Context: an optimization exercise on an open-source flow, tuned for small area, a short achievable clock period and few clock cycles per item. The choices shown serve that exercise and are no tape-out recipe.
Where RTL was checked, it was by simulation tests only, not by an equivalence proof against the original.
Only the layout flow was run in run 2; the RTL was not checked for function there.

==> flow/design.v (outline; a module is shown in full before it is edited, if it fits) <==
// module alu_core: 123 lines
// module alu_unit: 55 lines
// module booth_mul: 74 lines
// module mul_tree: 1794 lines
// module execute: 34 lines
// module execute_top: 101 lines
module execute_top (
    input  logic        clk,
    input  logic        rst,
    input  logic        flush,
    input  logic        alu_issue,
    input  logic [6:0]  alu_op_code,
    input  logic [2:0]  alu_funct3,
    input  logic [6:0]  alu_funct7,
    input  logic [31:0] alu_imm,
    input  logic [31:0] alu_pc,
    input  logic [31:0] alu_rs1,
    input  logic [31:0] alu_rs2,
    input  logic [5:0]  alu_pd,
    input  logic [4:0]  alu_rd,
    input  logic [4:0]  alu_rob,
    input  logic        alu_pred_taken,
    input  logic [31:0] alu_btb_pc_next,
    input  logic        mul_issue,
    input  logic [2:0]  mul_funct3,
    input  logic [31:0] mul_rs1,
    input  logic [31:0] mul_rs2,
    input  logic [5:0]  mul_pd,
    input  logic [4:0]  mul_rd,
    input  logic [4:0]  mul_rob,
    input  logic [31:0] mul_pc,
    output logic        mul_ready,
    output logic        alu_wb_valid,
    output logic [31:0] alu_pv,
    output logic [5:0]  alu_wb_pd,
    output logic [4:0]  alu_wb_rd,
    output logic [31:0] alu_wb_pc,
    output logic [4:0]  alu_wb_rob,
    output logic [31:0] alu_pc_next,
    output logic        alu_update_pc_next,
    output logic        alu_branch_taken,
    output logic        mul_wb_valid,
    output logic [31:0] mul_pv,
    output logic [5:0]  mul_wb_pd,
    output logic [4:0]  mul_wb_rd,
    output logic [31:0] mul_wb_pc,
    output logic [4:0]  mul_wb_rob
);
  // ...
==> flow/run.sh <==
#!/bin/bash
# synth_recipe.tcl (not shown) runs the flow's synth.tcl, then flattens the netlist and writes it again
# the make line also repeats each setting of config.mk as NAME=value (left out here)
make -C /OpenROAD-flow-scripts/flow DESIGN_CONFIG=/design/flow/config.mk WORK_HOME=/design/flow/orfs CLKGATE_MAP_FILE= SYNTH_SCRIPT=/design/flow/synth_recipe.tcl finish
==> flow/config.mk <==
export PLATFORM = sky130hd
export DESIGN_NAME = execute_top
export DESIGN_NICKNAME = execute_top
export VERILOG_FILES = /design/flow/design.v
export SDC_FILE = /design/flow/constraint.sdc
export NUM_CORES = 4
export LEC_CHECK = 0
export ABC_AREA = 1
export CAP_MARGIN = 20
export CORE_MARGIN = 2
export CORE_UTILIZATION = 40
export SLEW_MARGIN = 20
==> flow/constraint.sdc <==
create_clock -name core_clock -period 10.0 [get_ports {clk}]
set_input_delay 2.0000 -clock core_clock [delete_from_list [all_inputs] [get_ports {clk}]]
set_output_delay 2.0000 -clock core_clock [all_outputs]
set_load 0.01 [all_outputs]
==> results.txt, run 1 <==
Synth Area in Simple Gates=between 10% and 20%; Post-Syn Area=45,200 sq um; fraction of area in registers=11.8%; critical path endpoint category=flip-flop; Area-dominant class=multi-input gates; Tapcells=1,500; max incr delay on CP=around 0.94 ns; DR iter-0 viols=about 5,000; routed vias=between 40,000 and 50,000; Fill cells=between 10,000 and 15,000; cts bufs inserted=37; outcome=complete, no violations; top post-synthesis cells by count=inv_1 (975), nand2_1 (941), xor2_1 (626), o22ai_1 (546), fa_1 (501); cell taking the most area after synthesis=fa_1; Critical Path Start=u_execute.u_booth_mul.b1[17]$_DFF_P_; Multi-input gate area=about 34,000 sq um; largest family of logic cells by synthesized area=adder cells; Mean Syn Cell Area=7.45 sq um; std cell rows=about 120; Hold Path Class=flip-flop to flip-flop; worst r2r path cells=26; CP Class=flip-flop to flip-flop; dpl cells=between 7,000 and 8,000; CTS Sinks=312; Design Area, Final=53,000 sq um; largest net degree at the start of global routing=roughly 70; Yosys Warn Count=4; highest metal used=met5; Resize count post-CTS=0; FF/Latch Area=6250 sq um; met3 usage=about 8.4%
Testbench counts, summed over its fixed seeds: cycles 528, muls 512.
==> module alu_core, before the edit <==
module alu_core (
    input  exec_pkg::issue_entry_t  entry,
    output logic [32-1:0]   pv,
    output logic [32-1:0]   pc_next,
    output logic                    update_pc_next,
    output logic                    branch_taken
);
    localparam int XL = 32;
    logic [6:0]    op;
    logic [2:0]    f3;
    logic          f7_5;
    logic [XL-1:0] a, b, imm, pc, btb;
    logic is_lui, is_auipc, is_alu, is_op, is_jal, is_jalr, is_br;
    logic use_rs2, sub;
    assign op   = entry.op_code;
    assign f3   = entry.funct3;
    assign f7_5 = entry.funct7[5];
    assign imm  = entry.imm;
    assign pc   = entry.pc;
    assign btb  = entry.btb_pc_next;
    assign a    = entry.rs1_v;
    assign is_br    = op[6] & ~op[2];
    assign is_jal   = op[6] & op[3];
    assign is_jalr  = op[6] & op[2] & ~op[3];
    assign is_lui   = ~op[6] & op[2] & op[5];
    assign is_auipc = ~op[6] & op[2] & ~op[5];
    assign is_alu   = ~op[6] & ~op[2];
    assign is_op    = ~op[6] & ~op[2] & op[5];
    assign use_rs2  = op[5] & ~op[2];
    assign b   = use_rs2 ? entry.rs2_v : imm;
    assign sub = ~op[2] & (op[6] | (f3[2:1] == 2'b01) | (op[5] & f7_5 & (f3 == 3'b000)));
    logic [XL:0]   sum_c;
    logic [XL-1:0] sum;
    logic          ltu, lt, eq;
    assign sum_c = {1'b0, a} + {1'b0, b ^ {XL{sub}}} + {{XL{1'b0}}, sub};
    assign sum   = sum_c[XL-1:0];
    assign ltu   = ~sum_c[XL];
    assign lt    = (a[XL-1] ^ b[XL-1]) ? a[XL-1] : sum[XL-1];
    assign eq    = (a == b);
    logic          left;
    logic [XL-1:0] sh_in, sh_rev, sh_out, sh_res;
    logic          fill;
    assign left = ~f3[2];
    always_comb begin
        for (int i = 0; i < XL; i++) begin
            sh_rev[i] = a[XL-1-i];
        end
    end
    assign sh_in = left ? sh_rev : a;
    assign fill  = ~left & f7_5 & a[XL-1];
    logic [2*XL-1:0] sh_wide;
    assign sh_wide = {{XL{fill}}, sh_in} >> b[4:0];
    assign sh_out  = sh_wide[XL-1:0];
    always_comb begin
        for (int i = 0; i < XL; i++) begin
            sh_res[i] = left ? sh_out[XL-1-i] : sh_out[i];
        end
    end
    logic [XL-1:0] pc_imm, pc_4;
    assign pc_imm = pc + imm;
    assign pc_4   = {pc[XL-1:2] + 1'b1, pc[1:0]};
    logic [XL-1:0] need_i, gen_i, prop_i;
    logic          eq_imm;
    assign prop_i = pc ^ imm;
    assign gen_i  = pc & imm;
    assign need_i = prop_i ^ btb;
    always_comb begin
        eq_imm = ~need_i[0];
        for (int i = 1; i < XL; i++) begin
            eq_imm = eq_imm & (need_i[i] == (gen_i[i-1] | (need_i[i-1] & prop_i[i-1])));
        end
    end
    logic eq_4;
    assign eq_4 = (btb == pc_4);
    logic taken, redirect;
    always_comb begin
        case (f3)
            3'b000:  taken = eq;
            3'b001:  taken = ~eq;
            3'b100:  taken = lt;
            3'b101:  taken = ~lt;
            3'b110:  taken = ltu;
            default: taken = ~ltu;
        endcase
    end
    assign redirect = taken ? (~entry.pred_taken | ~eq_imm) : (entry.pred_taken | ~eq_4);
    logic [XL-1:0] alu_out;
    always_comb begin
        case (f3)
            3'b000:  alu_out = sum;
            3'b001:  alu_out = sh_res;
            3'b010:  alu_out = {{(XL-1){1'b0}}, lt};
            3'b011:  alu_out = {{(XL-1){1'b0}}, ltu};
            3'b100:  alu_out = a ^ b;
            3'b101:  alu_out = sh_res;
            3'b110:  alu_out = a | b;
            default: alu_out = a & b;
        endcase
    end
    always_comb begin
        pv             = '0;
        pc_next        = '0;
        update_pc_next = 1'b0;
        branch_taken   = 1'b0;
        if (is_lui)   pv = imm;
        if (is_auipc) pv = pc_imm;
        if (is_alu)   pv = alu_out;
        if (is_jal) begin
            pv      = pc_4;
            pc_next = pc_imm;
        end
        if (is_jalr) begin
            pv             = pc_4;
            pc_next        = {sum[XL-1:1], 1'b0};
            update_pc_next = 1'b1;
        end
        if (is_br) begin
            branch_taken   = taken;
            update_pc_next = redirect;
            pc_next        = redirect ? (taken ? pc_imm : pc_4) : '0;
        end
    end
endmodule
==> module alu_unit, before the edit <==
module alu_unit (
    input  logic                   clk,
    input  logic                   rst,
    input  logic                   flush,
    input  logic                   issue,
    input  exec_pkg::issue_entry_t entry,
    output logic                   wb_valid,
    output exec_pkg::exec_result_t result
);
    logic [32-1:0] pv, pc_next;
    logic                  update_pc_next, branch_taken;
    alu_core u_alu_core (
        .entry          (entry),
        .pv             (pv),
        .pc_next        (pc_next),
        .update_pc_next (update_pc_next),
        .branch_taken   (branch_taken)
    );
    logic                  valid_q;
    logic [32-1:0] pv_q, pc_q, pc_next_q;
    logic [6-1:0] pd_q;
    logic [4:0]            rd_q;
    logic [5-1:0] rob_q;
    logic                  update_q, taken_q;
    always_ff @(posedge clk) begin
        if (rst) begin
            valid_q <= 1'b0;
        end else begin
            valid_q <= issue & ~flush;
        end
    end
    always_ff @(posedge clk) begin
        pv_q      <= pv;
        pd_q      <= entry.pd;
        rd_q      <= entry.rd;
        pc_q      <= entry.pc;
        rob_q     <= entry.rob_entry;
        pc_next_q <= pc_next;
        update_q  <= update_pc_next;
        taken_q   <= branch_taken;
    end
    assign wb_valid = valid_q;
    always_comb begin
        result                = '0;
        result.pv             = pv_q;
        result.pd             = pd_q;
        result.rd             = rd_q;
        result.pc             = pc_q;
        result.rob_entry      = rob_q;
        result.regf_we        = valid_q;
        result.pc_next        = pc_next_q;
        result.update_pc_next = update_q;
        result.branch_taken   = taken_q;
    end
endmodule
==> module booth_mul, before the edit <==
module booth_mul (
    input  logic                   clk,
    input  logic                   rst,
    input  logic                   flush,
    input  logic                   issue,
    input  exec_pkg::issue_entry_t entry,
    output logic                   ready,
    output logic                   wb_valid,
    output exec_pkg::exec_result_t result
);
    logic                     v1;
    logic [32-1:0]    a1, b1;
    logic                     sa1, sb1, lo1;
    logic [6-1:0]  pd1;
    logic [4:0]               rd1;
    logic [5-1:0]   rob1;
    logic [32-1:0]    pc1;
    logic                     v2;
    logic [32-1:0]    pv2;
    logic [6-1:0]  pd2;
    logic [4:0]               rd2;
    logic [5-1:0]   rob2;
    logic [32-1:0]    pc2;
    exec_pkg::mul_op_e        in_op;
    assign in_op = exec_pkg::mul_op_e'(entry.funct3);
    always_ff @(posedge clk) begin
        if (rst) begin
            v1 <= 1'b0;
            v2 <= 1'b0;
        end else begin
            v1 <= issue;
            v2 <= v1;
        end
    end
    always_ff @(posedge clk) begin
        a1   <= entry.rs1_v;
        b1   <= entry.rs2_v;
        sa1  <= (in_op != exec_pkg::mul_mulhu);
        sb1  <= (in_op == exec_pkg::mul_mul) || (in_op == exec_pkg::mul_mulh);
        lo1  <= (in_op == exec_pkg::mul_mul);
        pd1  <= entry.pd;
        rd1  <= entry.rd;
        rob1 <= entry.rob_entry;
        pc1  <= entry.pc;
    end
    logic [2*32-1:0] sx, sy, prod;
    mul_tree u_mul_tree (
        .a  (a1),
        .b  (b1),
        .sa (sa1),
        .sb (sb1),
        .x  (sx),
        .y  (sy)
    );
    assign prod = sx + sy;
    always_ff @(posedge clk) begin
        pv2  <= lo1 ? prod[32-1:0] : prod[2*32-1:32];
        pd2  <= pd1;
        rd2  <= rd1;
        rob2 <= rob1;
        pc2  <= pc1;
    end
    assign ready    = 1'b1;
    assign wb_valid = v2;
    always_comb begin
        result           = '0;
        result.pv        = pv2;
        result.pd        = pd2;
        result.rd        = rd2;
        result.pc        = pc2;
        result.rob_entry = rob2;
        result.regf_we   = v2;
    end
endmodule
==> run 2: changes to the inputs <==
--- a/flow/design.v
+++ b/flow/design.v
@@ -60,191 +60,196 @@
         logic                     branch_taken;
     } exec_result_t;
 endpackage
 `default_nettype wire
 `timescale 1ns/1ps
 `default_nettype none
 module alu_core (
     input  exec_pkg::issue_entry_t  entry,
-    output logic [32-1:0]   pv,
-    output logic [32-1:0]   pc_next,
+    output logic [32-1:0]   pv_raw,
+    output logic [32-1:0]   tgt,
+    output logic                    zero_hi,     
+    output logic                    zero_lo,     
+    output logic                    sel_pv,      
+    output logic                    sel_tgt,     
     output logic                    update_pc_next,
     output logic                    branch_taken
 );
     localparam int XL = 32;
     logic [6:0]    op;
     logic [2:0]    f3;
     logic          f7_5;
     logic [XL-1:0] a, b, imm, pc, btb;
-    logic is_lui, is_auipc, is_alu, is_op, is_jal, is_jalr, is_br;
-    logic use_rs2, sub;
     assign op   = entry.op_code;
     assign f3   = entry.funct3;
     assign f7_5 = entry.funct7[5];
     assign imm  = entry.imm;
     assign pc   = entry.pc;
     assign btb  = entry.btb_pc_next;
     assign a    = entry.rs1_v;
-    assign is_br    = op[6] & ~op[2];
-    assign is_jal   = op[6] & op[3];
-    assign is_jalr  = op[6] & op[2] & ~op[3];
-    assign is_lui   = ~op[6] & op[2] & op[5];
-    assign is_auipc = ~op[6] & op[2] & ~op[5];
-    assign is_alu   = ~op[6] & ~op[2];
-    assign is_op    = ~op[6] & ~op[2] & op[5];
-    assign use_rs2  = op[5] & ~op[2];
-    assign b   = use_rs2 ? entry.rs2_v : imm;
-    assign sub = ~op[2] & (op[6] | (f3[2:1] == 2'b01) | (op[5] & f7_5 & (f3 == 3'b000)));
-    logic [XL:0]   sum_c;
+    logic is_br, is_jal, is_jalr, is_alu, is_op, use_rs2;
+    assign is_br   = op[6] & ~op[2];
+    assign is_jal  = op[6] & op[3];
+    assign is_jalr = op[6] & op[2] & ~op[3];
+    assign is_alu  = ~op[6] & ~op[2];
+    assign is_op   = ~op[6] & ~op[2] & op[5];
+    assign use_rs2 = op[5] & ~op[2];
+    assign b = use_rs2 ? entry.rs2_v : imm;
+    logic          sub_ri, sub_rr;
+    logic [XL:0]   ri_c, rr_c;
+    logic [XL-1:0] ri, rr, rs2;
+    assign rs2    = entry.rs2_v;
+    assign sub_ri = ~op[2] & f3[1];
+    assign sub_rr = op[6] | f3[1] | f7_5;
+    assign ri_c   = {1'b0, a} + {1'b0, imm ^ {XL{sub_ri}}} + {{XL{1'b0}}, sub_ri};
+    assign rr_c   = {1'b0, a} + {1'b0, rs2 ^ {XL{sub_rr}}} + {{XL{1'b0}}, sub_rr};
+    assign ri     = ri_c[XL-1:0];
+    assign rr     = rr_c[XL-1:0];
+    logic ltu_ri, lt_ri, ltu_rr, lt_rr, ltu, lt, eq;
+    assign ltu_ri = ~ri_c[XL];
+    assign lt_ri  = (a[XL-1] ^ imm[XL-1]) ? a[XL-1] : ri[XL-1];
+    assign ltu_rr = ~rr_c[XL];
+    assign lt_rr  = (a[XL-1] ^ rs2[XL-1]) ? a[XL-1] : rr[XL-1];
+    assign ltu    = use_rs2 ? ltu_rr : ltu_ri;
+    assign lt     = use_rs2 ? lt_rr : lt_ri;
+    assign eq     = (a == rs2);
     logic [XL-1:0] sum;
-    logic          ltu, lt, eq;
-    assign sum_c = {1'b0, a} + {1'b0, b ^ {XL{sub}}} + {{XL{1'b0}}, sub};
-    assign sum   = sum_c[XL-1:0];
-    assign ltu   = ~sum_c[XL];
-    assign lt    = (a[XL-1] ^ b[XL-1]) ? a[XL-1] : sum[XL-1];
-    assign eq    = (a == b);
-    logic          left;
-    logic [XL-1:0] sh_in, sh_rev, sh_out, sh_res;
-    logic          fill;
+    assign sum = is_op ? rr : ri;
+    logic          left, fill;
+    logic [XL-1:0] sh_in, sh_out, sh_res;
+    logic [2*XL-1:0] sh_wide;
     assign left = ~f3[2];
+    assign fill = ~left & f7_5 & a[XL-1];
     always_comb begin
         for (int i = 0; i < XL; i++) begin
-            sh_rev[i] = a[XL-1-i];
+            sh_in[i] = left ? a[XL-1-i] : a[i];
         end
     end
-    assign sh_in = left ? sh_rev : a;
-    assign fill  = ~left & f7_5 & a[XL-1];
-    logic [2*XL-1:0] sh_wide;
     assign sh_wide = {{XL{fill}}, sh_in} >> b[4:0];
     assign sh_out  = sh_wide[XL-1:0];
     always_comb begin
         for (int i = 0; i < XL; i++) begin
             sh_res[i] = left ? sh_out[XL-1-i] : sh_out[i];
         end
     end
     logic [XL-1:0] pc_imm, pc_4;
     assign pc_imm = pc + imm;
     assign pc_4   = {pc[XL-1:2] + 1'b1, pc[1:0]};
     logic [XL-1:0] need_i, gen_i, prop_i;
-    logic          eq_imm;
+    logic          eq_imm, eq_4;
     assign prop_i = pc ^ imm;
     assign gen_i  = pc & imm;
     assign need_i = prop_i ^ btb;
     always_comb begin
         eq_imm = ~need_i[0];
         for (int i = 1; i < XL; i++) begin
             eq_imm = eq_imm & (need_i[i] == (gen_i[i-1] | (need_i[i-1] & prop_i[i-1])));
         end
     end
-    logic eq_4;
     assign eq_4 = (btb == pc_4);
     logic taken, redirect;
     always_comb begin
         case (f3)
             3'b000:  taken = eq;
             3'b001:  taken = ~eq;
-            3'b100:  taken = lt;
-            3'b101:  taken = ~lt;
-            3'b110:  taken = ltu;
-            default: taken = ~ltu;
+            3'b100:  taken = lt_rr;
+            3'b101:  taken = ~lt_rr;
+            3'b110:  taken = ltu_rr;
+            default: taken = ~ltu_rr;
         endcase
     end
     assign redirect = taken ? (~entry.pred_taken | ~eq_imm) : (entry.pred_taken | ~eq_4);
     logic [XL-1:0] alu_out;
     always_comb begin
         case (f3)
             3'b000:  alu_out = sum;
             3'b001:  alu_out = sh_res;
-            3'b010:  alu_out = {{(XL-1){1'b0}}, lt};
-            3'b011:  alu_out = {{(XL-1){1'b0}}, ltu};
+            3'b010:  alu_out = {sum[XL-1:1], lt};
+            3'b011:  alu_out = {sum[XL-1:1], ltu};
             3'b100:  alu_out = a ^ b;
             3'b101:  alu_out = sh_res;
             3'b110:  alu_out = a | b;
             default: alu_out = a & b;
         endcase
     end
-    always_comb begin
-        pv             = '0;
-        pc_next        = '0;
-        update_pc_next = 1'b0;
-        branch_taken   = 1'b0;
-        if (is_lui)   pv = imm;
-        if (is_auipc) pv = pc_imm;
-        if (is_alu)   pv = alu_out;
-        if (is_jal) begin
-            pv      = pc_4;
-            pc_next = pc_imm;
-        end
-        if (is_jalr) begin
-            pv             = pc_4;
-            pc_next        = {sum[XL-1:1], 1'b0};
-            update_pc_next = 1'b1;
-        end
-        if (is_br) begin
-            branch_taken   = taken;
-            update_pc_next = redirect;
-            pc_next        = redirect ? (taken ? pc_imm : pc_4) : '0;
-        end
-    end
+    assign pv_raw = op[6] ? pc_4 : (op[2] ? (op[5] ? imm : pc_imm) : alu_out);
+    assign tgt    = is_jalr ? {ri[XL-1:1], 1'b0} : pc_imm;
+    assign zero_hi        = is_br | (is_alu & (f3[2:1] == 2'b01));
+    assign zero_lo        = is_br;
+    assign sel_pv         = is_br & redirect & ~taken;
+    assign sel_tgt        = is_jal | is_jalr | (is_br & redirect & taken);
+    assign update_pc_next = is_jalr | (is_br & redirect);
+    assign branch_taken   = is_br & taken;
 endmodule
 `default_nettype wire
 `timescale 1ns/1ps
 `default_nettype none
 module alu_unit (
     input  logic                   clk,
     input  logic                   rst,
     input  logic                   flush,
     input  logic                   issue,
     input  exec_pkg::issue_entry_t entry,
     output logic                   wb_valid,
     output exec_pkg::exec_result_t result
 );
-    logic [32-1:0] pv, pc_next;
+    logic [32-1:0] pv_raw, tgt;
+    logic                  zero_hi, zero_lo, sel_pv, sel_tgt;
     logic                  update_pc_next, branch_taken;
     alu_core u_alu_core (
         .entry          (entry),
-        .pv             (pv),
-        .pc_next        (pc_next),
+        .pv_raw         (pv_raw),
+        .tgt            (tgt),
+        .zero_hi        (zero_hi),
+        .zero_lo        (zero_lo),
+        .sel_pv         (sel_pv),
+        .sel_tgt        (sel_tgt),
         .update_pc_next (update_pc_next),
         .branch_taken   (branch_taken)
     );
-    logic                  valid_q;
-    logic [32-1:0] pv_q, pc_q, pc_next_q;
+    logic                    valid_q;
+    logic [32-1:0]   pv_q, tgt_q, pc_q;
     logic [6-1:0] pd_q;
-    logic [4:0]            rd_q;
-    logic [5-1:0] rob_q;
-    logic                  update_q, taken_q;
+    logic [4:0]              rd_q;
+    logic [5-1:0]  rob_q;
+    logic                    zero_hi_q, zero_lo_q, sel_pv_q, sel_tgt_q;
+    logic                    update_q, taken_q;
     always_ff @(posedge clk) begin
         if (rst) begin
             valid_q <= 1'b0;
         end else begin
             valid_q <= issue & ~flush;
         end
     end
     always_ff @(posedge clk) begin
-        pv_q      <= pv;
+        pv_q      <= pv_raw;
+        tgt_q     <= tgt;
         pd_q      <= entry.pd;
         rd_q      <= entry.rd;
         pc_q      <= entry.pc;
         rob_q     <= entry.rob_entry;
-        pc_next_q <= pc_next;
+        zero_hi_q <= zero_hi;
+        zero_lo_q <= zero_lo;
+        sel_pv_q  <= sel_pv;
+        sel_tgt_q <= sel_tgt;
         update_q  <= update_pc_next;
         taken_q   <= branch_taken;
     end
     assign wb_valid = valid_q;
     always_comb begin
         result                = '0;
-        result.pv             = pv_q;
+        result.pv             = {pv_q[32-1:1] & {(32-1){~zero_hi_q}},
+                                 pv_q[0] & ~zero_lo_q};
         result.pd             = pd_q;
         result.rd             = rd_q;
         result.pc             = pc_q;
         result.rob_entry      = rob_q;
         result.regf_we        = valid_q;
-        result.pc_next        = pc_next_q;
+        result.pc_next        = ({32{sel_pv_q}} & pv_q) | ({32{sel_tgt_q}} & tgt_q);
         result.update_pc_next = update_q;
         result.branch_taken   = taken_q;
     end
 endmodule
 `default_nettype wire
 `timescale 1ns/1ps
 `default_nettype none
 module booth_mul (
@@ -252,90 +257,109 @@
     input  logic                   rst,
     input  logic                   flush,
     input  logic                   issue,
     input  exec_pkg::issue_entry_t entry,
     output logic                   ready,
     output logic                   wb_valid,
     output exec_pkg::exec_result_t result
 );
-    logic                     v1;
-    logic [32-1:0]    a1, b1;
-    logic                     sa1, sb1, lo1;
-    logic [6-1:0]  pd1;
-    logic [4:0]               rd1;
-    logic [5-1:0]   rob1;
-    logic [32-1:0]    pc1;
-    logic                     v2;
-    logic [32-1:0]    pv2;
-    logic [6-1:0]  pd2;
-    logic [4:0]               rd2;
-    logic [5-1:0]   rob2;
-    logic [32-1:0]    pc2;
-    exec_pkg::mul_op_e        in_op;
+    localparam int XL = 32;
+    localparam int TW = 6 + 5 + 5 + XL;    
+    exec_pkg::mul_op_e in_op;
+    logic              sa, sb;
+    logic [XL+1:0]     bx;           
+    logic [15:0]       neg, one, two;
+    logic              e16;
+    logic [TW-1:0]     tag;
     assign in_op = exec_pkg::mul_op_e'(entry.funct3);
+    assign sa    = (in_op != exec_pkg::mul_mulhu);
+    assign sb    = (in_op == exec_pkg::mul_mul) || (in_op == exec_pkg::mul_mulh);
+    assign bx    = {sb & entry.rs2_v[XL-1], entry.rs2_v, 1'b0};
+    always_comb begin
+        for (int i = 0; i < 16; i++) begin
+            neg[i] = bx[2*i+2];
+            one[i] = bx[2*i+1] ^ bx[2*i];
+            two[i] = (bx[2*i+2] & ~bx[2*i+1] & ~bx[2*i]) | (~bx[2*i+2] & bx[2*i+1] & bx[2*i]);
+        end
+    end
+    assign e16 = entry.rs2_v[XL-1] & ~sb;
+    assign tag = {entry.pd, entry.rd, entry.rob_entry, entry.pc};
+    logic              v1, lo1, ax1, e16_1;
+    logic [XL-1:0]     a1;
+    logic [15:0]       neg1, one1, two1;
+    logic [TW-1:0]     tag1;
+    logic              v2, lo2;
+    logic [2*XL-1:0]   x2, y2;
+    logic [TW-1:0]     tag2;
+    logic              v3;
+    logic [XL-1:0]     pv3;
+    logic [TW-1:0]     tag3;
     always_ff @(posedge clk) begin
         if (rst) begin
             v1 <= 1'b0;
             v2 <= 1'b0;
+            v3 <= 1'b0;
         end else begin
             v1 <= issue;
             v2 <= v1;
+            v3 <= v2;
         end
     end
     always_ff @(posedge clk) begin
-        a1   <= entry.rs1_v;
-        b1   <= entry.rs2_v;
-        sa1  <= (in_op != exec_pkg::mul_mulhu);
-        sb1  <= (in_op == exec_pkg::mul_mul) || (in_op == exec_pkg::mul_mulh);
-        lo1  <= (in_op == exec_pkg::mul_mul);
-        pd1  <= entry.pd;
-        rd1  <= entry.rd;
-        rob1 <= entry.rob_entry;
-        pc1  <= entry.pc;
+        lo1   <= (in_op == exec_pkg::mul_mul);
+        a1    <= entry.rs1_v;
+        ax1   <= sa & entry.rs1_v[XL-1];
+        neg1  <= neg;
+        one1  <= one;
+        two1  <= two;
+        e16_1 <= e16;
+        tag1  <= tag;
     end
-    logic [2*32-1:0] sx, sy, prod;
+    logic [2*XL-1:0] sx, sy, prod;
     mul_tree u_mul_tree (
-        .a  (a1),
-        .b  (b1),
-        .sa (sa1),
-        .sb (sb1),
-        .x  (sx),
-        .y  (sy)
+        .a   (a1),
+        .ax  (ax1),
+        .neg (neg1),
+        .one (one1),
+        .two (two1),
+        .e16 (e16_1),
+        .x   (sx),
+        .y   (sy)
     );
-    assign prod = sx + sy;
     always_ff @(posedge clk) begin
-        pv2  <= lo1 ? prod[32-1:0] : prod[2*32-1:32];
-        pd2  <= pd1;
-        rd2  <= rd1;
-        rob2 <= rob1;
-        pc2  <= pc1;
+        lo2  <= lo1;
+        x2   <= sx;
+        y2   <= sy;
+        tag2 <= tag1;
+    end
+    assign prod = x2 + y2;
+    always_ff @(posedge clk) begin
+        pv3  <= lo2 ? prod[XL-1:0] : prod[2*XL-1:XL];
+        tag3 <= tag2;
     end
     assign ready    = 1'b1;
-    assign wb_valid = v2;
+    assign wb_valid = v3;
     always_comb begin
-        result           = '0;
-        result.pv        = pv2;
-        result.pd        = pd2;
-        result.rd        = rd2;
-        result.pc        = pc2;
-        result.rob_entry = rob2;
-        result.regf_we   = v2;
+        result = '0;
+        {result.pd, result.rd, result.rob_entry, result.pc} = tag3;
+        result.pv      = pv3;
+        result.regf_we = v3;
     end
 endmodule
 module mul_tree (
     input  logic [31:0] a,
-    input  logic [31:0] b,
-    input  logic        sa,
-    input  logic        sb,
+    input  logic        ax,
+    input  logic [15:0] neg,
+    input  logic [15:0] one,
+    input  logic [15:0] two,
+    input  logic        e16,
     output logic [63:0] x,
     output logic [63:0] y
 );
-    logic ax, bx, e16;
-    logic [15:0] neg, one, two;
     logic pp1, pp2, pp3, pp4, pp5, pp6, pp7, pp8, pp9, pp10, pp11, pp12, pp13, pp14, pp15, pp16;
     logic pp17, pp18, pp19, pp20, pp21, pp22, pp23, pp24, pp25, pp26, pp27, pp28, pp29, pp30, pp31, pp32;
     logic pp33, pp34, pp35, pp36, pp37, pp38, pp39, pp40, pp41, pp42, pp43, pp44, pp45, pp46, pp47, pp48;
     logic pp49, pp50, pp51, pp52, pp53, pp54, pp55, pp56, pp57, pp58, pp59, pp60, pp61, pp62, pp63, pp64;
     logic pp65, pp66, pp67, pp68, pp69, pp70, pp71, pp72, pp73, pp74, pp75, pp76, pp77, pp78, pp79, pp80;
     logic pp81, pp82, pp83, pp84, pp85, pp86, pp87, pp88, pp89, pp90, pp91, pp92, pp93, pp94, pp95, pp96;
     logic pp97, pp98, pp99, pp100, pp101, pp102, pp103, pp104, pp105, pp106, pp107, pp108, pp109, pp110, pp111, pp112;
     logic pp113, pp114, pp115, pp116, pp117, pp118, pp119, pp120, pp121, pp122, pp123, pp124, pp125, pp126, pp127, pp128;
@@ -428,21 +452,16 @@
     logic s1505, c1506, s1507, c1508, s1509, c1510, s1511, c1512, s1513, c1514, s1515, c1516, s1517, c1518, s1519, c1520;
     logic s1521, c1522, s1523, c1524, s1525, c1526, s1527, c1528, s1529, c1530, s1531, c1532, s1533, c1534, s1535, c1536;
     logic s1537, c1538, s1539, c1540, s1541, c1542, s1543, c1544, s1545, c1546, s1547, c1548, s1549, c1550, s1551, c1552;
     logic s1553, c1554, s1555, c1556, s1557, c1558, s1559, c1560, s1561, c1562, s1563, c1564, s1565, c1566, s1567, c1568;
     logic s1569, c1570, s1571, c1572, s1573, c1574, s1575, c1576, s1577, c1578, s1579, c1580, s1581, c1582, s1583, c1584;
     logic s1585, c1586, s1587, c1588, s1589, c1590, s1591, c1592, s1593, c1594, s1595, c1596, s1597, c1598, s1599, c1600;
     logic s1601, c1602, s1603, c1604, s1605, c1606, s1607, c1608, s1609, c1610, s1611, c1612, s1613, c1614, s1615, c1616;
     logic s1617, c1618, s1619, c1620, s1621, c1622, s1623, c1624, s1625, c1626, s1627, c1628;
-    assign ax = sa & a[31];
-    assign bx = sb & b[31];
-    assign neg[0] = b[1];
-    assign one[0] = b[0] ^ 1'b0;
-    assign two[0] = (b[1] & ~b[0] & ~1'b0) | (~b[1] & b[0] & 1'b0);
     assign pp1 = ((one[0] & a[0])) ^ neg[0];
     assign pp2 = ((one[0] & a[1]) | (two[0] & a[0])) ^ neg[0];
     assign pp3 = ((one[0] & a[2]) | (two[0] & a[1])) ^ neg[0];
     assign pp4 = ((one[0] & a[3]) | (two[0] & a[2])) ^ neg[0];
     assign pp5 = ((one[0] & a[4]) | (two[0] & a[3])) ^ neg[0];
     assign pp6 = ((one[0] & a[5]) | (two[0] & a[4])) ^ neg[0];
     assign pp7 = ((one[0] & a[6]) | (two[0] & a[5])) ^ neg[0];
     assign pp8 = ((one[0] & a[7]) | (two[0] & a[6])) ^ neg[0];
@@ -467,19 +486,16 @@
     assign pp27 = ((one[0] & a[26]) | (two[0] & a[25])) ^ neg[0];
     assign pp28 = ((one[0] & a[27]) | (two[0] & a[26])) ^ neg[0];
     assign pp29 = ((one[0] & a[28]) | (two[0] & a[27])) ^ neg[0];
     assign pp30 = ((one[0] & a[29]) | (two[0] & a[28])) ^ neg[0];
     assign pp31 = ((one[0] & a[30]) | (two[0] & a[29])) ^ neg[0];
     assign pp32 = ((one[0] & a[31]) | (two[0] & a[30])) ^ neg[0];
     assign pp33 = ((one[0] & ax) | (two[0] & a[31])) ^ neg[0];
     assign pp34 = ~(((one[0] & ax) | (two[0] & ax)) ^ neg[0]);
-    assign neg[1] = b[3];
-    assign one[1] = b[2] ^ b[1];
-    assign two[1] = (b[3] & ~b[2] & ~b[1]) | (~b[3] & b[2] & b[1]);
     assign pp35 = ((one[1] & a[0])) ^ neg[1];
     assign pp36 = ((one[1] & a[1]) | (two[1] & a[0])) ^ neg[1];
     assign pp37 = ((one[1] & a[2]) | (two[1] & a[1])) ^ neg[1];
     assign pp38 = ((one[1] & a[3]) | (two[1] & a[2])) ^ neg[1];
     assign pp39 = ((one[1] & a[4]) | (two[1] & a[3])) ^ neg[1];
     assign pp40 = ((one[1] & a[5]) | (two[1] & a[4])) ^ neg[1];
     assign pp41 = ((one[1] & a[6]) | (two[1] & a[5])) ^ neg[1];
     assign pp42 = ((one[1] & a[7]) | (two[1] & a[6])) ^ neg[1];
@@ -504,19 +520,16 @@
     assign pp61 = ((one[1] & a[26]) | (two[1] & a[25])) ^ neg[1];
     assign pp62 = ((one[1] & a[27]) | (two[1] & a[26])) ^ neg[1];
     assign pp63 = ((one[1] & a[28]) | (two[1] & a[27])) ^ neg[1];
     assign pp64 = ((one[1] & a[29]) | (two[1] & a[28])) ^ neg[1];
     assign pp65 = ((one[1] & a[30]) | (two[1] & a[29])) ^ neg[1];
     assign pp66 = ((one[1] & a[31]) | (two[1] & a[30])) ^ neg[1];
     assign pp67 = ((one[1] & ax) | (two[1] & a[31])) ^ neg[1];
     assign pp68 = ~(((one[1] & ax) | (two[1] & ax)) ^ neg[1]);
-    assign neg[2] = b[5];
-    assign one[2] = b[4] ^ b[3];
-    assign two[2] = (b[5] & ~b[4] & ~b[3]) | (~b[5] & b[4] & b[3]);
     assign pp69 = ((one[2] & a[0])) ^ neg[2];
     assign pp70 = ((one[2] & a[1]) | (two[2] & a[0])) ^ neg[2];
     assign pp71 = ((one[2] & a[2]) | (two[2] & a[1])) ^ neg[2];
     assign pp72 = ((one[2] & a[3]) | (two[2] & a[2])) ^ neg[2];
     assign pp73 = ((one[2] & a[4]) | (two[2] & a[3])) ^ neg[2];
     assign pp74 = ((one[2] & a[5]) | (two[2] & a[4])) ^ neg[2];
     assign pp75 = ((one[2] & a[6]) | (two[2] & a[5])) ^ neg[2];
     assign pp76 = ((one[2] & a[7]) | (two[2] & a[6])) ^ neg[2];
@@ -541,19 +554,16 @@
     assign pp95 = ((one[2] & a[26]) | (two[2] & a[25])) ^ neg[2];
     assign pp96 = ((one[2] & a[27]) | (two[2] & a[26])) ^ neg[2];
     assign pp97 = ((one[2] & a[28]) | (two[2] & a[27])) ^ neg[2];
     assign pp98 = ((one[2] & a[29]) | (two[2] & a[28])) ^ neg[2];
     assign pp99 = ((one[2] & a[30]) | (two[2] & a[29])) ^ neg[2];
     assign pp100 = ((one[2] & a[31]) | (two[2] & a[30])) ^ neg[2];
     assign pp101 = ((one[2] & ax) | (two[2] & a[31])) ^ neg[2];
     assign pp102 = ~(((one[2] & ax) | (two[2] & ax)) ^ neg[2]);
-    assign neg[3] = b[7];
-    assign one[3] = b[6] ^ b[5];
-    assign two[3] = (b[7] & ~b[6] & ~b[5]) | (~b[7] & b[6] & b[5]);
     assign pp103 = ((one[3] & a[0])) ^ neg[3];
     assign pp104 = ((one[3] & a[1]) | (two[3] & a[0])) ^ neg[3];
     assign pp105 = ((one[3] & a[2]) | (two[3] & a[1])) ^ neg[3];
     assign pp106 = ((one[3] & a[3]) | (two[3] & a[2])) ^ neg[3];
     assign pp107 = ((one[3] & a[4]) | (two[3] & a[3])) ^ neg[3];
     assign pp108 = ((one[3] & a[5]) | (two[3] & a[4])) ^ neg[3];
     assign pp109 = ((one[3] & a[6]) | (two[3] & a[5])) ^ neg[3];
     assign pp110 = ((one[3] & a[7]) | (two[3] & a[6])) ^ neg[3];
@@ -578,19 +588,16 @@
     assign pp129 = ((one[3] & a[26]) | (two[3] & a[25])) ^ neg[3];
     assign pp130 = ((one[3] & a[27]) | (two[3] & a[26])) ^ neg[3];
     assign pp131 = ((one[3] & a[28]) | (two[3] & a[27])) ^ neg[3];
     assign pp132 = ((one[3] & a[29]) | (two[3] & a[28])) ^ neg[3];
     assign pp133 = ((one[3] & a[30]) | (two[3] & a[29])) ^ neg[3];
     assign pp134 = ((one[3] & a[31]) | (two[3] & a[30])) ^ neg[3];
     assign pp135 = ((one[3] & ax) | (two[3] & a[31])) ^ neg[3];
     assign pp136 = ~(((one[3] & ax) | (two[3] & ax)) ^ neg[3]);
-    assign neg[4] = b[9];
-    assign one[4] = b[8] ^ b[7];
-    assign two[4] = (b[9] & ~b[8] & ~b[7]) | (~b[9] & b[8] & b[7]);
     assign pp137 = ((one[4] & a[0])) ^ neg[4];
     assign pp138 = ((one[4] & a[1]) | (two[4] & a[0])) ^ neg[4];
     assign pp139 = ((one[4] & a[2]) | (two[4] & a[1])) ^ neg[4];
     assign pp140 = ((one[4] & a[3]) | (two[4] & a[2])) ^ neg[4];
     assign pp141 = ((one[4] & a[4]) | (two[4] & a[3])) ^ neg[4];
     assign pp142 = ((one[4] & a[5]) | (two[4] & a[4])) ^ neg[4];
     assign pp143 = ((one[4] & a[6]) | (two[4] & a[5])) ^ neg[4];
     assign pp144 = ((one[4] & a[7]) | (two[4] & a[6])) ^ neg[4];
@@ -615,19 +622,16 @@
     assign pp163 = ((one[4] & a[26]) | (two[4] & a[25])) ^ neg[4];
     assign pp164 = ((one[4] & a[27]) | (two[4] & a[26])) ^ neg[4];
     assign pp165 = ((one[4] & a[28]) | (two[4] & a[27])) ^ neg[4];
     assign pp166 = ((one[4] & a[29]) | (two[4] & a[28])) ^ neg[4];
     assign pp167 = ((one[4] & a[30]) | (two[4] & a[29])) ^ neg[4];
     assign pp168 = ((one[4] & a[31]) | (two[4] & a[30])) ^ neg[4];
     assign pp169 = ((one[4] & ax) | (two[4] & a[31])) ^ neg[4];
     assign pp170 = ~(((one[4] & ax) | (two[4] & ax)) ^ neg[4]);
-    assign neg[5] = b[11];
-    assign one[5] = b[10] ^ b[9];
-    assign two[5] = (b[11] & ~b[10] & ~b[9]) | (~b[11] & b[10] & b[9]);
     assign pp171 = ((one[5] & a[0])) ^ neg[5];
     assign pp172 = ((one[5] & a[1]) | (two[5] & a[0])) ^ neg[5];
     assign pp173 = ((one[5] & a[2]) | (two[5] & a[1])) ^ neg[5];
     assign pp174 = ((one[5] & a[3]) | (two[5] & a[2])) ^ neg[5];
     assign pp175 = ((one[5] & a[4]) | (two[5] & a[3])) ^ neg[5];
     assign pp176 = ((one[5] & a[5]) | (two[5] & a[4])) ^ neg[5];
     assign pp177 = ((one[5] & a[6]) | (two[5] & a[5])) ^ neg[5];
     assign pp178 = ((one[5] & a[7]) | (two[5] & a[6])) ^ neg[5];
@@ -652,19 +656,16 @@
     assign pp197 = ((one[5] & a[26]) | (two[5] & a[25])) ^ neg[5];
     assign pp198 = ((one[5] & a[27]) | (two[5] & a[26])) ^ neg[5];
     assign pp199 = ((one[5] & a[28]) | (two[5] & a[27])) ^ neg[5];
     assign pp200 = ((one[5] & a[29]) | (two[5] & a[28])) ^ neg[5];
     assign pp201 = ((one[5] & a[30]) | (two[5] & a[29])) ^ neg[5];
     assign pp202 = ((one[5] & a[31]) | (two[5] & a[30])) ^ neg[5];
     assign pp203 = ((one[5] & ax) | (two[5] & a[31])) ^ neg[5];
     assign pp204 = ~(((one[5] & ax) | (two[5] & ax)) ^ neg[5]);
-    assign neg[6] = b[13];
-    assign one[6] = b[12] ^ b[11];
-    assign two[6] = (b[13] & ~b[12] & ~b[11]) | (~b[13] & b[12] & b[11]);
     assign pp205 = ((one[6] & a[0])) ^ neg[6];
     assign pp206 = ((one[6] & a[1]) | (two[6] & a[0])) ^ neg[6];
     assign pp207 = ((one[6] & a[2]) | (two[6] & a[1])) ^ neg[6];
     assign pp208 = ((one[6] & a[3]) | (two[6] & a[2])) ^ neg[6];
     assign pp209 = ((one[6] & a[4]) | (two[6] & a[3])) ^ neg[6];
     assign pp210 = ((one[6] & a[5]) | (two[6] & a[4])) ^ neg[6];
     assign pp211 = ((one[6] & a[6]) | (two[6] & a[5])) ^ neg[6];
     assign pp212 = ((one[6] & a[7]) | (two[6] & a[6])) ^ neg[6];
@@ -689,19 +690,16 @@
     assign pp231 = ((one[6] & a[26]) | (two[6] & a[25])) ^ neg[6];
     assign pp232 = ((one[6] & a[27]) | (two[6] & a[26])) ^ neg[6];
     assign pp233 = ((one[6] & a[28]) | (two[6] & a[27])) ^ neg[6];
     assign pp234 = ((one[6] & a[29]) | (two[6] & a[28])) ^ neg[6];
     assign pp235 = ((one[6] & a[30]) | (two[6] & a[29])) ^ neg[6];
     assign pp236 = ((one[6] & a[31]) | (two[6] & a[30])) ^ neg[6];
     assign pp237 = ((one[6] & ax) | (two[6] & a[31])) ^ neg[6];
     assign pp238 = ~(((one[6] & ax) | (two[6] & ax)) ^ neg[6]);
-    assign neg[7] = b[15];
-    assign one[7] = b[14] ^ b[13];
-    assign two[7] = (b[15] & ~b[14] & ~b[13]) | (~b[15] & b[14] & b[13]);
     assign pp239 = ((one[7] & a[0])) ^ neg[7];
     assign pp240 = ((one[7] & a[1]) | (two[7] & a[0])) ^ neg[7];
     assign pp241 = ((one[7] & a[2]) | (two[7] & a[1])) ^ neg[7];
     assign pp242 = ((one[7] & a[3]) | (two[7] & a[2])) ^ neg[7];
     assign pp243 = ((one[7] & a[4]) | (two[7] & a[3])) ^ neg[7];
     assign pp244 = ((one[7] & a[5]) | (two[7] & a[4])) ^ neg[7];
     assign pp245 = ((one[7] & a[6]) | (two[7] & a[5])) ^ neg[7];
     assign pp246 = ((one[7] & a[7]) | (two[7] & a[6])) ^ neg[7];
@@ -726,19 +724,16 @@
     assign pp265 = ((one[7] & a[26]) | (two[7] & a[25])) ^ neg[7];
     assign pp266 = ((one[7] & a[27]) | (two[7] & a[26])) ^ neg[7];
     assign pp267 = ((one[7] & a[28]) | (two[7] & a[27])) ^ neg[7];
     assign pp268 = ((one[7] & a[29]) | (two[7] & a[28])) ^ neg[7];
     assign pp269 = ((one[7] & a[30]) | (two[7] & a[29])) ^ neg[7];
     assign pp270 = ((one[7] & a[31]) | (two[7] & a[30])) ^ neg[7];
     assign pp271 = ((one[7] & ax) | (two[7] & a[31])) ^ neg[7];
     assign pp272 = ~(((one[7] & ax) | (two[7] & ax)) ^ neg[7]);
-    assign neg[8] = b[17];
-    assign one[8] = b[16] ^ b[15];
-    assign two[8] = (b[17] & ~b[16] & ~b[15]) | (~b[17] & b[16] & b[15]);
     assign pp273 = ((one[8] & a[0])) ^ neg[8];
     assign pp274 = ((one[8] & a[1]) | (two[8] & a[0])) ^ neg[8];
     assign pp275 = ((one[8] & a[2]) | (two[8] & a[1])) ^ neg[8];
     assign pp276 = ((one[8] & a[3]) | (two[8] & a[2])) ^ neg[8];
     assign pp277 = ((one[8] & a[4]) | (two[8] & a[3])) ^ neg[8];
     assign pp278 = ((one[8] & a[5]) | (two[8] & a[4])) ^ neg[8];
     assign pp279 = ((one[8] & a[6]) | (two[8] & a[5])) ^ neg[8];
     assign pp280 = ((one[8] & a[7]) | (two[8] & a[6])) ^ neg[8];
@@ -763,19 +758,16 @@
     assign pp299 = ((one[8] & a[26]) | (two[8] & a[25])) ^ neg[8];
     assign pp300 = ((one[8] & a[27]) | (two[8] & a[26])) ^ neg[8];
     assign pp301 = ((one[8] & a[28]) | (two[8] & a[27])) ^ neg[8];
     assign pp302 = ((one[8] & a[29]) | (two[8] & a[28])) ^ neg[8];
     assign pp303 = ((one[8] & a[30]) | (two[8] & a[29])) ^ neg[8];
     assign pp304 = ((one[8] & a[31]) | (two[8] & a[30])) ^ neg[8];
     assign pp305 = ((one[8] & ax) | (two[8] & a[31])) ^ neg[8];
     assign pp306 = ~(((one[8] & ax) | (two[8] & ax)) ^ neg[8]);
-    assign neg[9] = b[19];
-    assign one[9] = b[18] ^ b[17];
-    assign two[9] = (b[19] & ~b[18] & ~b[17]) | (~b[19] & b[18] & b[17]);
     assign pp307 = ((one[9] & a[0])) ^ neg[9];
     assign pp308 = ((one[9] & a[1]) | (two[9] & a[0])) ^ neg[9];
     assign pp309 = ((one[9] & a[2]) | (two[9] & a[1])) ^ neg[9];
     assign pp310 = ((one[9] & a[3]) | (two[9] & a[2])) ^ neg[9];
     assign pp311 = ((one[9] & a[4]) | (two[9] & a[3])) ^ neg[9];
     assign pp312 = ((one[9] & a[5]) | (two[9] & a[4])) ^ neg[9];
     assign pp313 = ((one[9] & a[6]) | (two[9] & a[5])) ^ neg[9];
     assign pp314 = ((one[9] & a[7]) | (two[9] & a[6])) ^ neg[9];
@@ -800,19 +792,16 @@
     assign pp333 = ((one[9] & a[26]) | (two[9] & a[25])) ^ neg[9];
     assign pp334 = ((one[9] & a[27]) | (two[9] & a[26])) ^ neg[9];
     assign pp335 = ((one[9] & a[28]) | (two[9] & a[27])) ^ neg[9];
     assign pp336 = ((one[9] & a[29]) | (two[9] & a[28])) ^ neg[9];
     assign pp337 = ((one[9] & a[30]) | (two[9] & a[29])) ^ neg[9];
     assign pp338 = ((one[9] & a[31]) | (two[9] & a[30])) ^ neg[9];
     assign pp339 = ((one[9] & ax) | (two[9] & a[31])) ^ neg[9];
     assign pp340 = ~(((one[9] & ax) | (two[9] & ax)) ^ neg[9]);
-    assign neg[10] = b[21];
-    assign one[10] = b[20] ^ b[19];
-    assign two[10] = (b[21] & ~b[20] & ~b[19]) | (~b[21] & b[20] & b[19]);
     assign pp341 = ((one[10] & a[0])) ^ neg[10];
     assign pp342 = ((one[10] & a[1]) | (two[10] & a[0])) ^ neg[10];
     assign pp343 = ((one[10] & a[2]) | (two[10] & a[1])) ^ neg[10];
     assign pp344 = ((one[10] & a[3]) | (two[10] & a[2])) ^ neg[10];
     assign pp345 = ((one[10] & a[4]) | (two[10] & a[3])) ^ neg[10];
     assign pp346 = ((one[10] & a[5]) | (two[10] & a[4])) ^ neg[10];
     assign pp347 = ((one[10] & a[6]) | (two[10] & a[5])) ^ neg[10];
     assign pp348 = ((one[10] & a[7]) | (two[10] & a[6])) ^ neg[10];
@@ -837,19 +826,16 @@
     assign pp367 = ((one[10] & a[26]) | (two[10] & a[25])) ^ neg[10];
     assign pp368 = ((one[10] & a[27]) | (two[10] & a[26])) ^ neg[10];
     assign pp369 = ((one[10] & a[28]) | (two[10] & a[27])) ^ neg[10];
     assign pp370 = ((one[10] & a[29]) | (two[10] & a[28])) ^ neg[10];
     assign pp371 = ((one[10] & a[30]) | (two[10] & a[29])) ^ neg[10];
     assign pp372 = ((one[10] & a[31]) | (two[10] & a[30])) ^ neg[10];
     assign pp373 = ((one[10] & ax) | (two[10] & a[31])) ^ neg[10];
     assign pp374 = ~(((one[10] & ax) | (two[10] & ax)) ^ neg[10]);
-    assign neg[11] = b[23];
-    assign one[11] = b[22] ^ b[21];
-    assign two[11] = (b[23] & ~b[22] & ~b[21]) | (~b[23] & b[22] & b[21]);
     assign pp375 = ((one[11] & a[0])) ^ neg[11];
     assign pp376 = ((one[11] & a[1]) | (two[11] & a[0])) ^ neg[11];
     assign pp377 = ((one[11] & a[2]) | (two[11] & a[1])) ^ neg[11];
     assign pp378 = ((one[11] & a[3]) | (two[11] & a[2])) ^ neg[11];
     assign pp379 = ((one[11] & a[4]) | (two[11] & a[3])) ^ neg[11];
     assign pp380 = ((one[11] & a[5]) | (two[11] & a[4])) ^ neg[11];
     assign pp381 = ((one[11] & a[6]) | (two[11] & a[5])) ^ neg[11];
     assign pp382 = ((one[11] & a[7]) | (two[11] & a[6])) ^ neg[11];
@@ -874,19 +860,16 @@
     assign pp401 = ((one[11] & a[26]) | (two[11] & a[25])) ^ neg[11];
     assign pp402 = ((one[11] & a[27]) | (two[11] & a[26])) ^ neg[11];
     assign pp403 = ((one[11] & a[28]) | (two[11] & a[27])) ^ neg[11];
     assign pp404 = ((one[11] & a[29]) | (two[11] & a[28])) ^ neg[11];
     assign pp405 = ((one[11] & a[30]) | (two[11] & a[29])) ^ neg[11];
     assign pp406 = ((one[11] & a[31]) | (two[11] & a[30])) ^ neg[11];
     assign pp407 = ((one[11] & ax) | (two[11] & a[31])) ^ neg[11];
     assign pp408 = ~(((one[11] & ax) | (two[11] & ax)) ^ neg[11]);
-    assign neg[12] = b[25];
-    assign one[12] = b[24] ^ b[23];
-    assign two[12] = (b[25] & ~b[24] & ~b[23]) | (~b[25] & b[24] & b[23]);
     assign pp409 = ((one[12] & a[0])) ^ neg[12];
     assign pp410 = ((one[12] & a[1]) | (two[12] & a[0])) ^ neg[12];
     assign pp411 = ((one[12] & a[2]) | (two[12] & a[1])) ^ neg[12];
     assign pp412 = ((one[12] & a[3]) | (two[12] & a[2])) ^ neg[12];
     assign pp413 = ((one[12] & a[4]) | (two[12] & a[3])) ^ neg[12];
     assign pp414 = ((one[12] & a[5]) | (two[12] & a[4])) ^ neg[12];
     assign pp415 = ((one[12] & a[6]) | (two[12] & a[5])) ^ neg[12];
     assign pp416 = ((one[12] & a[7]) | (two[12] & a[6])) ^ neg[12];
@@ -911,19 +894,16 @@
     assign pp435 = ((one[12] & a[26]) | (two[12] & a[25])) ^ neg[12];
     assign pp436 = ((one[12] & a[27]) | (two[12] & a[26])) ^ neg[12];
     assign pp437 = ((one[12] & a[28]) | (two[12] & a[27])) ^ neg[12];
     assign pp438 = ((one[12] & a[29]) | (two[12] & a[28])) ^ neg[12];
     assign pp439 = ((one[12] & a[30]) | (two[12] & a[29])) ^ neg[12];
     assign pp440 = ((one[12] & a[31]) | (two[12] & a[30])) ^ neg[12];
     assign pp441 = ((one[12] & ax) | (two[12] & a[31])) ^ neg[12];
     assign pp442 = ~(((one[12] & ax) | (two[12] & ax)) ^ neg[12]);
-    assign neg[13] = b[27];
-    assign one[13] = b[26] ^ b[25];
-    assign two[13] = (b[27] & ~b[26] & ~b[25]) | (~b[27] & b[26] & b[25]);
     assign pp443 = ((one[13] & a[0])) ^ neg[13];
     assign pp444 = ((one[13] & a[1]) | (two[13] & a[0])) ^ neg[13];
     assign pp445 = ((one[13] & a[2]) | (two[13] & a[1])) ^ neg[13];
     assign pp446 = ((one[13] & a[3]) | (two[13] & a[2])) ^ neg[13];
     assign pp447 = ((one[13] & a[4]) | (two[13] & a[3])) ^ neg[13];
     assign pp448 = ((one[13] & a[5]) | (two[13] & a[4])) ^ neg[13];
     assign pp449 = ((one[13] & a[6]) | (two[13] & a[5])) ^ neg[13];
     assign pp450 = ((one[13] & a[7]) | (two[13] & a[6])) ^ neg[13];
@@ -948,19 +928,16 @@
     assign pp469 = ((one[13] & a[26]) | (two[13] & a[25])) ^ neg[13];
     assign pp470 = ((one[13] & a[27]) | (two[13] & a[26])) ^ neg[13];
     assign pp471 = ((one[13] & a[28]) | (two[13] & a[27])) ^ neg[13];
     assign pp472 = ((one[13] & a[29]) | (two[13] & a[28])) ^ neg[13];
     assign pp473 = ((one[13] & a[30]) | (two[13] & a[29])) ^ neg[13];
     assign pp474 = ((one[13] & a[31]) | (two[13] & a[30])) ^ neg[13];
     assign pp475 = ((one[13] & ax) | (two[13] & a[31])) ^ neg[13];
     assign pp476 = ~(((one[13] & ax) | (two[13] & ax)) ^ neg[13]);
-    assign neg[14] = b[29];
-    assign one[14] = b[28] ^ b[27];
-    assign two[14] = (b[29] & ~b[28] & ~b[27]) | (~b[29] & b[28] & b[27]);
     assign pp477 = ((one[14] & a[0])) ^ neg[14];
     assign pp478 = ((one[14] & a[1]) | (two[14] & a[0])) ^ neg[14];
     assign pp479 = ((one[14] & a[2]) | (two[14] & a[1])) ^ neg[14];
     assign pp480 = ((one[14] & a[3]) | (two[14] & a[2])) ^ neg[14];
     assign pp481 = ((one[14] & a[4]) | (two[14] & a[3])) ^ neg[14];
     assign pp482 = ((one[14] & a[5]) | (two[14] & a[4])) ^ neg[14];
     assign pp483 = ((one[14] & a[6]) | (two[14] & a[5])) ^ neg[14];
     assign pp484 = ((one[14] & a[7]) | (two[14] & a[6])) ^ neg[14];
@@ -985,19 +962,16 @@
     assign pp503 = ((one[14] & a[26]) | (two[14] & a[25])) ^ neg[14];
     assign pp504 = ((one[14] & a[27]) | (two[14] & a[26])) ^ neg[14];
     assign pp505 = ((one[14] & a[28]) | (two[14] & a[27])) ^ neg[14];
     assign pp506 = ((one[14] & a[29]) | (two[14] & a[28])) ^ neg[14];
     assign pp507 = ((one[14] & a[30]) | (two[14] & a[29])) ^ neg[14];
     assign pp508 = ((one[14] & a[31]) | (two[14] & a[30])) ^ neg[14];
     assign pp509 = ((one[14] & ax) | (two[14] & a[31])) ^ neg[14];
     assign pp510 = ~(((one[14] & ax) | (two[14] & ax)) ^ neg[14]);
-    assign neg[15] = b[31];
-    assign one[15] = b[30] ^ b[29];
-    assign two[15] = (b[31] & ~b[30] & ~b[29]) | (~b[31] & b[30] & b[29]);
     assign pp511 = ((one[15] & a[0])) ^ neg[15];
     assign pp512 = ((one[15] & a[1]) | (two[15] & a[0])) ^ neg[15];
     assign pp513 = ((one[15] & a[2]) | (two[15] & a[1])) ^ neg[15];
     assign pp514 = ((one[15] & a[3]) | (two[15] & a[2])) ^ neg[15];
     assign pp515 = ((one[15] & a[4]) | (two[15] & a[3])) ^ neg[15];
     assign pp516 = ((one[15] & a[5]) | (two[15] & a[4])) ^ neg[15];
     assign pp517 = ((one[15] & a[6]) | (two[15] & a[5])) ^ neg[15];
     assign pp518 = ((one[15] & a[7]) | (two[15] & a[6])) ^ neg[15];
@@ -1022,17 +996,16 @@
     assign pp537 = ((one[15] & a[26]) | (two[15] & a[25])) ^ neg[15];
     assign pp538 = ((one[15] & a[27]) | (two[15] & a[26])) ^ neg[15];
     assign pp539 = ((one[15] & a[28]) | (two[15] & a[27])) ^ neg[15];
     assign pp540 = ((one[15] & a[29]) | (two[15] & a[28])) ^ neg[15];
     assign pp541 = ((one[15] & a[30]) | (two[15] & a[29])) ^ neg[15];
     assign pp542 = ((one[15] & a[31]) | (two[15] & a[30])) ^ neg[15];
     assign pp543 = ((one[15] & ax) | (two[15] & a[31])) ^ neg[15];
     assign pp544 = ~(((one[15] & ax) | (two[15] & ax)) ^ neg[15]);
-    assign e16 = b[31] & ~sb;
     assign pp545 = e16 & a[0];
     assign pp546 = e16 & a[1];
     assign pp547 = e16 & a[2];
     assign pp548 = e16 & a[3];
     assign pp549 = e16 & a[4];
     assign pp550 = e16 & a[5];
     assign pp551 = e16 & a[6];
     assign pp552 = e16 & a[7];
==> flow/config.mk (replaced) <==
export PLATFORM = sky130hd
export DESIGN_NAME = execute_top
export DESIGN_NICKNAME = execute_top
export VERILOG_FILES = /design/flow/design.v
export SDC_FILE = /design/flow/constraint.sdc
export NUM_CORES = 4
export LEC_CHECK = 0
export CAP_MARGIN = 20
export CORE_MARGIN = 2
export CORE_UTILIZATION = 40
export SETUP_SLACK_MARGIN = 5
export SLEW_MARGIN = 20
==> results.txt, run 2 <==
outcome=complete, no violations; Setup Skew=~0.044 ns; routed vias=48,000 (+3.8%); hpwl dp=about 160 mm; hold_buf cts=0; Initial DRT Pass Iterations=8; RD Place Congestion=about 1; CTS H-Tree Depth=2; FF/Latch Area=10,200 sq um (+64%); number of global-route vias before repair=between 40,000 and 50,000; Startpoint Class=input pin; min Tclk post-route=roughly 5.0 ns; Max Cap Viol=0; cts bufs inserted=57 (+54%); number of flip-flops in the largest register=64; largest net degree at the start of global routing=62 (-10%); IO Count=just over 500; cell count after synthesis=5,963; RSZ-0062 raised after global routing=true; Mean Syn Cell Area=8.86 sq um (+19%); fin. max-slew vios=0; top post-synthesis cells by count=inv_1 (655), a22oi_1 (533), dfxtp_1 (509), fa_1 (502), xnor2_1 (480); CP Class=input pin to flip-flop; Hold Crit Start=u_execute.u_booth_mul.tag2[44]$_DFF_P_; Congestion Overflow GR=0; worst slew pin tran=about 1.2 ns; Slew headroom=around 18%; Yosys reg bits=509; Worst Path Arrival=about 5.6 ns; Final Worst Setup Slack=approximately 5.0 ns; via-per-instance ratio=~6.0; setup TNS=0 ns; ranking of synthesized cells by area=dfxtp_1 (19%), fa_1 (19%), xnor2_1 (8.0%), a22oi_1 (7.6%), ha_1 (6.5%); fmax=slightly below 0.2 GHz; Post-Syn Area=52,800 sq um (+17%); CTS Root Cell=clkbuf_16; CTS clk-pin slew, worst paths=~0.060 ns; critical path peak fanout=7; layout cells sized above 1=approximately 8.3%; Initial Util=40.2%; Port Buffer Count=500; CTS Buffer Depth=3; fin crit share=between 50% and 60%; DR iter-0 viols=5,259 (+5.3%); first-pass GRT wire length=~330 mm; die area=around 140,000 sq um; DRC=0; worst skew pair latency=between 0.7 and 0.8 ns; Area Overhead vs Synth=18.3%; routed len/inst=~28 um; critical path required time=between 10 and 15 ns; sequential share of the synthesized area=approximately 19%; Synth top area share=approximately 19%; reg2reg setup slack=between 5 and 6 ns; WHS Path Cells=0; Core Area=~130,000 sq um; worst r2r path cells=11 (-58%); antenna violations before repair=2; most frequent cells in the layout=inv_1 (653), a22oi_1 (532), fa_1 (500), dfxtp_1 (484), xnor2_1 (470); most common cell after layout, fill and taps aside=inv_1; CTS tree=done; Yosys Warn Count=4 (unchanged); fin nets=~7,300; Post-synth EDFFs=0; Netlist cell types=slightly above 100; most frequent cell after synthesis=inv_1; Die Ht=~370 um; Hold EP=u_execute.u_booth_mul.tag3[44]$_DFF_P_; Final Hold Fails=0; FF-to-FF Start=u_execute.u_booth_mul.one1[9]$_DFF_P_; Synth Net Count=between 7,000 and 8,000; critical path endpoint category=flip-flop; Top reg by flops=u_execute.u_booth_mul.x2; Multi-input gate area=38,900 sq um (+15%); Die X-Extent=about 370 um; Post-DP Area=a little under 60,000 sq um; Routed WL=227 mm; capture point of the worst reg-to-reg path=u_execute.u_booth_mul.x2[37]$_DFF_P_; Design Area, Final=62,500 sq um (+18%); Hold Path Class=flip-flop to flip-flop; GRT Total Usage=around a third; Largest regs=u_execute.u_booth_mul.x2 x64, u_execute.u_booth_mul.y2 x63; Setup WS pre-CTS=approximately 2.5 ns; Fill cells=12,600 (+11%); CTS Sinks=509 (+63%); cell taking the most area after synthesis=dfxtp_1; std cell rows=133 (+8.1%); Core Util, Final=between 40% and 50%; Final ANT Viol Nets=0; Setup violations, final=0; Async S/R FF share, synth=0%; Top FF cell, synth=dfxtp_1
[run 2: changes by cell type after synthesis, moves of 61 or more]
cell | before | now
a22oi_1 | 7 | 533
clkbuf_1 | 276 | 394
dfxtp_1 | 312 | 509
inv_1 | 975 | 655
mux2i_1 | 1 | 115
nand2_1 | 941 | 311
nand3_1 | 146 | 69
nor2_1 | 317 | 224
nor2b_1 | 0 | 61
o21ai_0 | 365 | 230
o22ai_1 | 546 | 18
xnor2_1 | 38 | 480
xor2_1 | 626 | 385
[run 2: layer usage]
layer	routed length (um)	vias to the layer above	GRT usage [%]
met5	13	-	0
met4	17800	2	22.2
met3	22300	820	6.96
met2	102000	3052	51.8
met1	84300	23300	39.7
li1	-	20800	-
[run 2: logic make-up (layout without fill, tap and decap cells)]
group,after synthesis,in the layout,share of synthesized area [%]
compound gates,1513,1513,19.6
fa+ha+maj,778,778,25.5
simple gates,997,999,9.23
other cells,1,3,0.00710
flops,509,509,19.3
buf+inv,1144,1445,8.41
xor+xnor,865,865,14.3
mux,156,156,3.59
[run 2: critical path, cell delays in order]
cell and delay [ns]:
buf_6 0.13, nor3_4 0.21, buf_6 0.15, buf_8 0.13
xnor2_2 0.07, ha_1 0.36, o21a_1 0.23, a211oi_4 0.09
a211oi_4 0.41, a211oi_2 0.13, buf_4 0.17, a221oi_4 0.46
o311ai_2 0.16, a211oi_2 0.24, o311a_4 0.32, nor2_4 0.04
a211o_1 0.31
[run 2: through the flow]
step	hold WS, ns	cells
3_3_place_gp	0.310	7854
5_1_grt	0.316	8021
6_report	0.300	8023
4_1_cts	0.304	7987
3_5_place_dp	0.312	7854
2_1_floorplan	0.310	5963
[run 2: layout make-up]
class / count / area share (%)
multi-input combinational: 4312 / 62.3
sequential: 509 / 16.4
timing repair buffer: 677 / 10.5
inverter: 664 / 4.01
tap: 1755 / 3.51
clock buffer: 68 / 2.48
clock inverter: 34 / 0.847
timing repair inverter: 2 / 0.0160
antenna: 2 / 0.00801
[run 2: timing repair]
action | CTS | global route
pin swaps | 23 | 38
setup buffers | 26 | 33
endpoints found under the setup margin | 58 | 33
endpoints found under the hold margin | 0 | 0
cloned | 5 | 1
resized for setup | 133 | 121
[run 2: how the worst max path moves through the flow]
stage / startpoint / endpoint
floorplan: alu_funct3[1] / u_execute.u_alu_unit.update_q$_DFF_P_
global placement: alu_funct7[5] / u_execute.u_alu_unit.update_q$_DFF_P_
CTS: alu_pc[7] / u_execute.u_alu_unit.update_q$_DFF_P_
detailed placement: alu_funct7[5] / u_execute.u_alu_unit.update_q$_DFF_P_
global route: alu_op_code[6] / u_execute.u_alu_unit.update_q$_DFF_P_
finish: alu_funct7[5] / u_execute.u_alu_unit.update_q$_DFF_P_

[re-timing with driven ports]
Ports are ideal in the flow. The routed layouts listed here were re-timed in OpenROAD.
Step 1 assumes that a clkbuf_16 drives the clock port and a buf_2 every other input.
Step 2 adds t to the input delays and takes it off the output delays; t is the mean of the earliest and latest rising clock arrival at the registers after step 1. Input paths then give back, and output paths get back, about the clock's delay inside the block.
Three values: no drivers, after step 1, after step 2; two values: the first two.
run	shift t [ns]	setup WS [ns]	worst hold slack (ns)	latest minus earliest clock arrival (ns)	cell pins on the clock port's net
run 1	0.685	1.745 / 1.745 / 1.503	0.272 / 0.272 / 0.272	0.065 / 0.064	1
run 2	0.762	4.957 / 4.975 / 4.213	0.300 / 0.300 / 0.300	0.053 / 0.054	1
After both steps every run listed still meets setup and hold. For run 2, which loses most, drivers alone change the setup slack by +0.018 ns; drivers and shift together by -0.744 ns.
